Context: an optimization exercise on an open-source flow, tuned for small area and a short achievable clock period. The choices shown serve that exercise and are no tape-out recipe.
The RTL was checked by simulation tests, not by an equivalence proof against the original design.
Power figures rest on the tool's default switching activity, not on a simulated workload.

==> flow/design.v <==
module mips_v2_top (
   input  logic        CLK,
   input  logic        RST,
   input  logic        write,
   input  logic [31:0] INST,
   output logic        flag,
   output logic [31:0] out,
   output logic [31:0] ina,
   output logic [31:0] inb,
   output logic [31:0] ALUA,
   output logic [31:0] ALUB,
   output logic [4:0]  addr
);
   localparam int ADD = 0, SUB = 1, AND = 2, OR = 3, XOR = 4, NOR = 5, SLT = 6,
                  SLTU = 7, MOVZ = 8, SLL = 9, SRL = 10, SRA = 11, LUI = 12, FLG = 13;
   localparam int NOP = 14;
   logic [31:0] rf_q [1:31];
   logic [31:0] ina_q, inb_q, alub_q;
   logic [4:0]  addr_q;
   logic [4:0]  sha_q;            
   logic        sft_q;            
   logic        sub_q;            
   logic [NOP-1:0] op_q;          
   logic        pw_q;             
   logic [31:0] res;
   logic        pw;               
   logic [31:0] p, g, c;
   logic        cout;
   always_comb begin
      logic [31:0] b, gg, pp, gn, pn;
      b  = alub_q ^ {32{sub_q}};
      p  = ina_q ^ b;
      g  = ina_q & b;
      gg = g;
      pp = p;
      gg[0] = g[0] | (p[0] & sub_q);
      for (int d = 1; d < 32; d = d * 2) begin
         gn = gg;
         pn = pp;
         for (int i = d; i < 32; i++) begin
            gn[i] = gg[i] | (pp[i] & gg[i-d]);
            pn[i] = pp[i] & pp[i-d];
         end
         gg = gn;
         pp = pn;
      end
      c    = {gg[30:0], sub_q};
      cout = gg[31];
   end
   logic [31:0] shl, shr;
   always_comb begin
      logic [31:0] l, r;
      logic        f;
      f = op_q[SRA] & inb_q[31];
      l = inb_q;
      r = inb_q;
      for (int k = 0; k < 5; k++) begin
         if (sha_q[k]) begin
            l = l << (1 << k);
            r = (r >> (1 << k)) | ~({32{1'b1}} >> (1 << k)) & {32{f}};
         end
      end
      shl = l;
      shr = r;
   end
   always_comb begin
      logic [31:0] rlog, rest, r0, r1, zmask;
      logic        adds, shft, d31, slt1, sltc, addz, eqz, restz, shz, fe, fc;
      adds = op_q[ADD] | op_q[SUB];
      shft = op_q[SLL] | op_q[SRL] | op_q[SRA];
      rlog = ({32{op_q[AND]}}  & (ina_q & alub_q))
           | ({32{op_q[OR]}}   & (ina_q | alub_q))
           | ({32{op_q[XOR]}}  & (ina_q ^ alub_q))
           | ({32{op_q[NOR]}}  & ~(ina_q | alub_q))
           | ({32{op_q[MOVZ]}} & ina_q)
           | ({32{op_q[LUI]}}  & {alub_q[15:0], 16'h0000});
      rest = rlog
           | ({32{op_q[SLL]}}  & shl)
           | ({32{op_q[SRL] | op_q[SRA]}} & shr);
      d31  = ina_q[31] ^ alub_q[31];
      slt1 = (op_q[SLT] & d31 & ina_q[31]) | (op_q[SLTU] & ~g[31] & ~p[31]);
      sltc = (op_q[SLT] & ~d31) | (op_q[SLTU] & ~g[31]);    
      r0   = rest | ({32{adds}} & p);
      r1   = rest | ({32{adds}} & ~p);
      for (int i = 1; i < 32; i++)
         res[i] = c[i] ? r1[i] : r0[i];
      r1[0] = rest[0] | (adds & (p[0] ^ sub_q)) | slt1;
      res[0] = c[31] ? r1[0] : (r1[0] | sltc);
      addz  = ((ina_q ^ alub_q) == {(ina_q[30:0] | alub_q[30:0]), 1'b0});
      eqz   = (ina_q == alub_q);
      restz = (rlog == 32'h0);
      zmask = op_q[SLL] ? (32'hffffffff >> sha_q) : (32'hffffffff << sha_q);
      shz   = ((inb_q & zmask) == 32'h0);
      fe    = (op_q[ADD] & addz) | (op_q[SUB] & eqz) |
              (op_q[SLT] & d31 & ~ina_q[31]) | (op_q[SLTU] & g[31]) |
              (shft & shz) |
              (~op_q[ADD] & ~op_q[SUB] & ~op_q[SLT] & ~op_q[SLTU] & ~shft & restz);
      fc    = (op_q[SLT] & ~d31) | (op_q[SLTU] & p[31]);
      flag  = op_q[FLG] & (fe | (fc & c[31]));
      pw    = pw_q & (~op_q[MOVZ] | (inb_q == 32'h0));
   end
   logic [5:0]  opc, fn;
   logic [4:0]  rs, rt, rd, sh;
   logic [15:0] imm;
   logic [31:0] ra, rb;
   logic        ba, bb;
   assign opc = INST[31:26];
   assign rs  = INST[25:21];
   assign rt  = INST[20:16];
   assign rd  = INST[15:11];
   assign sh  = INST[10:6];
   assign fn  = INST[5:0];
   assign imm = INST[15:0];
   always_comb begin
      logic [31:0] xa, xb;
      xa = '0;
      xb = '0;
      for (int i = 1; i < 32; i++) begin
         xa = xa | ({32{(rs == 5'(i))}} & rf_q[i]);
         xb = xb | ({32{(rt == 5'(i))}} & rf_q[i]);
      end
      ra = xa;
      rb = xb;
   end
   assign ba = pw & (rs == addr_q);
   assign bb = pw & (rt == addr_q);
   logic [NOP-1:0] op_d;
   logic        valid, rtype, shimm, shvar, sext, zext;
   always_comb begin
      op_d   = '0;
      valid  = 1'b1;
      rtype  = 1'b0;
      shimm  = 1'b0;
      shvar  = 1'b0;
      sext   = 1'b0;
      zext   = 1'b0;
      case (opc)
         6'h00: begin
            rtype = 1'b1;
            case (fn)
               6'h20, 6'h21: op_d[ADD]  = 1'b1;
               6'h22, 6'h23: op_d[SUB]  = 1'b1;
               6'h24:        op_d[AND]  = 1'b1;
               6'h25:        op_d[OR]   = 1'b1;
               6'h26:        op_d[XOR]  = 1'b1;
               6'h27:        op_d[NOR]  = 1'b1;
               6'h2A:        op_d[SLT]  = 1'b1;
               6'h2B:        op_d[SLTU] = 1'b1;
               6'h0A:        op_d[MOVZ] = 1'b1;
               6'h00: begin op_d[SLL] = 1'b1; shimm = 1'b1; end
               6'h02: begin op_d[SRL] = 1'b1; shimm = 1'b1; end
               6'h03: begin op_d[SRA] = 1'b1; shimm = 1'b1; end
               6'h04: begin op_d[SLL] = 1'b1; shvar = 1'b1; end
               6'h06: begin op_d[SRL] = 1'b1; shvar = 1'b1; end
               6'h07: begin op_d[SRA] = 1'b1; shvar = 1'b1; end
               default: valid = 1'b0;
            endcase
         end
         6'h08, 6'h09: begin op_d[ADD] = 1'b1; sext = 1'b1; end
         6'h0A:        begin op_d[SLT] = 1'b1; sext = 1'b1; end
         6'h0C:        begin op_d[AND] = 1'b1; zext = 1'b1; end
         6'h0D:        begin op_d[OR]  = 1'b1; zext = 1'b1; end
         6'h0E:        begin op_d[XOR] = 1'b1; zext = 1'b1; end
         6'h0F:        begin op_d[LUI] = 1'b1; zext = 1'b1; end
         default:      valid = 1'b0;
      endcase
      op_d[FLG] = 1'b1;
   end
   logic        selb, sela;
   logic [31:0] ina_d, inb_d, alub_d;
   logic [4:0]  addr_d, sha_d;
   logic        sub_d;
   assign selb   = ~shimm & ~shvar & ~sext & ~zext;    
   assign sela   = shvar;                              
   assign ina_d  = ({32{~ba}} & ra) | ({32{ba}} & res);
   assign inb_d  = ({32{~bb}} & rb) | ({32{bb}} & res);
   assign alub_d = ({32{selb & ~bb}} & rb) | ({32{sela & ~ba}} & ra)
                 | ({32{(selb & bb) | (sela & ba)}} & res)
                 | {{16{sext & imm[15]}}, {16{sext | zext}} & imm}
                 | {27'h0, {5{shimm}} & sh};
   assign sha_d  = ({5{shimm}} & sh) | ({5{shvar & ~ba}} & ra[4:0])
                 | ({5{shvar & ba}} & res[4:0]);
   assign addr_d = ~valid ? 5'd0 : rtype ? rd : rt;
   assign sub_d  = op_d[SUB] | op_d[SLT] | op_d[SLTU];
   always_ff @(posedge CLK) begin
      if (RST) begin
         ina_q  <= '0;
         inb_q  <= '0;
         alub_q <= '0;
         addr_q <= '0;
         sha_q  <= '0;
         sft_q  <= 1'b0;
         sub_q  <= 1'b0;
         op_q   <= '0;
         pw_q   <= 1'b0;
      end else begin
         ina_q  <= ina_d;
         inb_q  <= inb_d;
         alub_q <= alub_d;
         addr_q <= addr_d;
         sha_q  <= sha_d;
         sft_q  <= shimm | shvar;
         sub_q  <= sub_d;
         op_q   <= op_d;
         pw_q   <= write & valid & (addr_d != 5'd0);
      end
   end
   always_ff @(posedge CLK) begin
      for (int i = 1; i < 32; i++)
         if (RST || (pw && addr_q == 5'(i))) rf_q[i] <= RST ? 32'h0 : res;
   end
   assign out  = res;
   assign ina  = ina_q;
   assign inb  = inb_q;
   assign ALUA = sft_q ? inb_q : ina_q;
   assign ALUB = alub_q;
   assign addr = addr_q;
endmodule
Settings: LEC_CHECK=0, CAP_MARGIN=20, CORE_MARGIN=2, CORE_UTILIZATION=50, CTS_CLUSTER_DIAMETER=60, CTS_CLUSTER_SIZE=24, SLEW_MARGIN=20; clock period 12.0 ns.
standard.sh (not shown) runs the stock make flow with config.mk's settings and CLKGATE_MAP_FILE= SYNTH_SCRIPT=/design/flow/synth_recipe.tcl, a recipe that flattens the netlist after the stock synthesis.
==> flow/flow/run.sh <==
#!/bin/bash
# Own flow: the standard layout (standard.sh, unchanged synthesis), with
#  - port buffers of type buf_1 (the resizer sizes them up where timing needs it)
#    instead of the default delay-cell buffers,
#  - the resizer allowed to swap cells across footprints,
#  - timing repair aimed at 5.6 ns of setup slack up to clock tree synthesis, and at
#    6.0 ns in the global-route repair, which sees the routed wires.
# Each run's make output goes to its own log file in the work folder.
set -euo pipefail
COMMON=(MATCH_CELL_FOOTPRINT=0 "BUFFER_PORTS_ARGS=-buffer_cell sky130_fd_sc_hd__buf_1")
bash standard.sh "${COMMON[@]}" SETUP_SLACK_MARGIN=5.6 cts > flow_make_cts.log 2>&1
bash standard.sh "${COMMON[@]}" SETUP_SLACK_MARGIN=6.0 finish > flow_make_finish.log 2>&1
test -f out/final.def
Next try:
--- a/flow/design.v
+++ b/flow/design.v
@@ -61,43 +61,38 @@
          end
       end
       shl = l;
       shr = r;
    end
    always_comb begin
-      logic [31:0] rlog, rest, r0, r1, zmask;
-      logic        adds, shft, d31, slt1, sltc, addz, eqz, restz, shz, fe, fc;
+      logic [31:0] rest, r0, r1;
+      logic        adds, d31, slt1, sltc, addz, eqz, restz, fe, fc;
       adds = op_q[ADD] | op_q[SUB];
-      shft = op_q[SLL] | op_q[SRL] | op_q[SRA];
-      rlog = ({32{op_q[AND]}}  & (ina_q & alub_q))
+      rest = ({32{op_q[AND]}}  & (ina_q & alub_q))
            | ({32{op_q[OR]}}   & (ina_q | alub_q))
            | ({32{op_q[XOR]}}  & (ina_q ^ alub_q))
            | ({32{op_q[NOR]}}  & ~(ina_q | alub_q))
            | ({32{op_q[MOVZ]}} & ina_q)
+           | ({32{op_q[SLL]}}  & shl)
+           | ({32{op_q[SRL] | op_q[SRA]}} & shr)
            | ({32{op_q[LUI]}}  & {alub_q[15:0], 16'h0000});
-      rest = rlog
-           | ({32{op_q[SLL]}}  & shl)
-           | ({32{op_q[SRL] | op_q[SRA]}} & shr);
       d31  = ina_q[31] ^ alub_q[31];
       slt1 = (op_q[SLT] & d31 & ina_q[31]) | (op_q[SLTU] & ~g[31] & ~p[31]);
       sltc = (op_q[SLT] & ~d31) | (op_q[SLTU] & ~g[31]);    
       r0   = rest | ({32{adds}} & p);
       r1   = rest | ({32{adds}} & ~p);
       for (int i = 1; i < 32; i++)
          res[i] = c[i] ? r1[i] : r0[i];
       r1[0] = rest[0] | (adds & (p[0] ^ sub_q)) | slt1;
       res[0] = c[31] ? r1[0] : (r1[0] | sltc);
       addz  = ((ina_q ^ alub_q) == {(ina_q[30:0] | alub_q[30:0]), 1'b0});
       eqz   = (ina_q == alub_q);
-      restz = (rlog == 32'h0);
-      zmask = op_q[SLL] ? (32'hffffffff >> sha_q) : (32'hffffffff << sha_q);
-      shz   = ((inb_q & zmask) == 32'h0);
+      restz = (rest == 32'h0);
       fe    = (op_q[ADD] & addz) | (op_q[SUB] & eqz) |
               (op_q[SLT] & d31 & ~ina_q[31]) | (op_q[SLTU] & g[31]) |
-              (shft & shz) |
-              (~op_q[ADD] & ~op_q[SUB] & ~op_q[SLT] & ~op_q[SLTU] & ~shft & restz);
+              (~op_q[ADD] & ~op_q[SUB] & ~op_q[SLT] & ~op_q[SLTU] & restz);
       fc    = (op_q[SLT] & ~d31) | (op_q[SLTU] & p[31]);
       flag  = op_q[FLG] & (fe | (fc & c[31]));
       pw    = pw_q & (~op_q[MOVZ] | (inb_q == 32'h0));
    end
    logic [5:0]  opc, fn;
    logic [4:0]  rs, rt, rd, sh;
After rerunning: Worst hold slack loses 0.023 ns. Routed wire length fell by 11%. Setup slack got worse by 0.062 ns. Total power went down by 1.5%. Final cell count shrinks by 7.0%. Via count falls by 10%. Flip-flop and latch count does not change. Global-route usage drops by 3.5 points. Clock-buffer cell count is lower by 6.

==> static timing again, ports no longer ideal <==
The flow's constraints put no driver on any port. The routed layouts listed below were extracted and timed again, unchanged, in two steps. Step 1 sets driving cells, clkbuf_16 on the clock port and buf_2 on the other inputs (assumed; they add their load-dependent delay and slew). Step 2 times the ports against the registers' clock, not the clock port: input delays grow and output delays shrink by t, the midpoint of the rising clock arrivals with the driver on. a / b / c = ideal ports / drivers / drivers and shift; a / b = the first two.
run	t (ns)	setup WS [ns]	slew at the worst register clock pin (ns)
the first run	0.797	5.507 / 5.436 / 5.048	0.10 / 0.10
the second run	0.800	5.445 / 5.372 / 5.204	0.10 / 0.10
After both steps setup and hold are still met in every run listed. For the first run, which loses most, drivers alone change the setup slack by -0.071 ns; drivers and shift together by -0.459 ns.
